This is an optimization exercise on Yosys and OpenROAD, whose aim is small area, a short achievable clock period and few clock cycles per item, not a production implementation.
The RTL was checked by simulation tests, not by an equivalence proof against the original design.

Setup of build 20:
## decode_alu_core
module decode_alu_core #(
    parameter int K = 8,   
    parameter int DR = 2   
) (
    input  logic        clk,
    input  logic        rst,
    input  logic [6:0]  opcode,
    input  logic [2:0]  funct3,
    input  logic [6:0]  funct7,
    input  logic        NOP,
    output logic [2:0]  ImmType,
    output logic        B_Zero,
    output logic [1:0]  isPC_select,
    output logic        RegWriteHZ,
    output logic        MemWriteHZ,
    output logic        MemReadHZ,
    output logic        ALUSrcHZ,
    output logic        BranchHZ,
    output logic        JumpHZ,
    output logic        JumpRegHZ,
    output logic [1:0]  ResultSrcHZ,
    output logic [2:0]  ImmTypeHZ,
    output logic [4:0]  ALUControlHZ,
    input  logic [31:0] rdA,
    input  logic [31:0] rdB,
    input  logic [4:0]  ALUControl,
    output logic [31:0] ALUresult,
    output logic        Carry,
    output logic        Zero,
    output logic        mul_done,
    output logic        div_done
);
For scale: roughly 150 I/O pins.
Settings: LEC_CHECK=0, ABC_CLOCK_PERIOD_IN_PS=8000, CAP_MARGIN=20, CORE_MARGIN=2, CORE_UTILIZATION=40, SETUP_SLACK_MARGIN=4.5, SLEW_MARGIN=20; clock period 12.5 ns.
run.sh (not shown) runs the stock make flow with config.mk's settings and CLKGATE_MAP_FILE= SYNTH_SCRIPT=/design/flow/synth_recipe.tcl, a recipe that flattens the netlist after the stock synthesis.
Testbench counts of build 20, summed over its fixed seeds: cycles 41,189, instrs 24,000.
Input changes introduced in build 25 (baseline for comparison: build 20):
--- a/flow/design.v
+++ b/flow/design.v
@@ -81,46 +81,48 @@
         endcase
     end
     assign kill = rst | NOP;
     assign {ImmType, B_Zero, isPC_select} = rst ? 6'd0 : {it, bz, pcs};
     assign {RegWriteHZ, MemWriteHZ, MemReadHZ, ALUSrcHZ, BranchHZ, JumpHZ,
             JumpRegHZ, ResultSrcHZ, ImmTypeHZ, ALUControlHZ} =
            kill ? 17'd0 : {rw, mw, mr, as, br, jp, jr, rs_sel, it, ac};
     logic [31:0] a, b;
     assign a = rdA;
     assign b = rdB;
-    logic        cout, geu, ltu, lts;
-    logic [31:0] sum, dif;
-    assign {cout, sum} = {1'b0, a} + {1'b0, b};
-    assign {geu, dif}  = {1'b0, a} + {1'b0, ~b} + 33'd1;      
-    assign ltu = !geu;
-    assign lts = (a[31] ^ b[31]) ? a[31] : dif[31];
-    logic z_add, z_sub;
-    assign z_add = ~|(a ^ b ^ {a[30:0] | b[30:0], 1'b0});
-    assign z_sub = a == b;
+    logic        inv, cout, ltu, lts;
+    logic [31:0] bx, sum;
+    assign inv = ALUControl[3] | ALUControl[0];           
+    assign bx  = b ^ {32{inv}};
+    assign {cout, sum} = {1'b0, a} + {1'b0, bx} + {32'd0, inv};
+    assign ltu = !cout;
+    assign lts = (a[31] ^ b[31]) ? a[31] : sum[31];
+    logic [31:0] zc;
+    logic        z_as;
+    assign zc   = a ^ bx ^ {a[30:0] | bx[30:0], inv};
+    assign z_as = ~|zc;
     logic [31:0] sh_in, sh_out, sh_rev, shl;
     logic        left, fill;
     assign left = !ALUControl[1];                          
     assign fill = ALUControl[1] & ALUControl[0] & a[31];
     always_comb for (int i = 0; i < 32; i++) sh_rev[i] = a[31 - i];
     assign sh_in  = left ? sh_rev : a;
     assign sh_out = $signed({fill, sh_in}) >>> b[4:0];
     always_comb for (int i = 0; i < 32; i++) shl[i] = sh_out[31 - i];
     logic [31:0] alu_res;
     logic        alu_c, alu_z;
     always_comb begin
         alu_res = '0;
         alu_c = 1'b0;
         alu_z = 1'b1;
         case (ALUControl)
-            A_ADD:  begin alu_res = sum; alu_c = cout; alu_z = z_add; end
-            A_SUB:  begin alu_res = dif; alu_c = geu;  alu_z = z_sub; end
+            A_ADD:  begin alu_res = sum; alu_c = cout; alu_z = z_as; end
+            A_SUB:  begin alu_res = sum; alu_c = cout; alu_z = z_as; end
             A_AND:  begin alu_res = a & b; alu_z = ~|(a & b); end
             A_OR:   begin alu_res = a | b; alu_z = ~|(a | b); end
             A_XOR:  begin alu_res = a ^ b; alu_z = (a == b); end
             A_SLL:  begin alu_res = shl;    alu_z = ~|sh_out; end
             A_SRL:  begin alu_res = sh_out; alu_z = ~|sh_out; end
             A_SRA:  begin alu_res = sh_out; alu_z = ~|sh_out; end
             A_SLT:  begin alu_res = {31'd0, lts}; alu_z = !lts; end
             A_SLTU: begin alu_res = {31'd0, ltu}; alu_z = !ltu; end
             default: ;
         endcase
- Build 25 leaves less setup margin than build 20.
- TritonCTS buffer count: build 25 vs build 20 identical
- Compared with build 20, in build 25 sequential share of layout area grew by 0.26 points; slew at the pin closest to its max-slew limit climbed 0.026 ns; final-layout clock-cell area share shows no meaningful change.
- The wire length of build 25 falls short of that of build 20 by 8.2%.
- Count of distinct cell types in the synthesized netlist (build 25 over build 20): increase, about 4%
- On build 25: share of the synthesized netlist area taken by xor and xnor gates is 1.0 points higher than what build 20 gave.
- Normalized max-slew margin in build 25 is 2.1 points lower than in build 20
- The cell area of build 25 falls short of that of build 20 by about 3.4%.
- Summary of build 25 over build 20: post-layout minimum cycle time increased by 0.17 ns relative to the old numbers; initial core utilization closely matched the old numbers.
Testbench counts of build 25, summed over its fixed seeds: cycles 41,189, instrs 24,000.

[re-timing with driven ports]
Ports are ideal in the flow. The routed layouts listed here were re-timed in OpenROAD.
Step 1 (the two cells are an assumption about what drives the block):
set clk [get_ports {clk}]
set_driving_cell -lib_cell sky130_fd_sc_hd__clkbuf_16 $clk
set_driving_cell -lib_cell sky130_fd_sc_hd__buf_2 [delete_from_list [all_inputs] $clk]
Step 2 times the ports against the registers' clock, not the clock port: input delays grow and output delays shrink by t, the midpoint of the rising clock arrivals with the driver on.
a / b / c = ideal / step 1 / step 2; a / b = the first two.
| run | t, ns | setup slack, ns | worst setup path at the end | latest minus earliest clock arrival (ns) | slew at the worst register clock pin (ns) |
|---|---|---|---|---|---|
| build 20 | 0.406 | 3.593 / 3.565 / 3.227 | input to register | 0.008 / 0.009 | 0.08 / 0.08 |
| build 25 | 0.431 | 3.425 / 3.336 / 2.982 | input to register | 0.015 / 0.015 | 0.09 / 0.09 |
After both steps setup and hold are still met in every run listed. For build 25, which loses most, drivers alone change the setup slack by -0.089 ns; drivers and shift together by -0.443 ns.
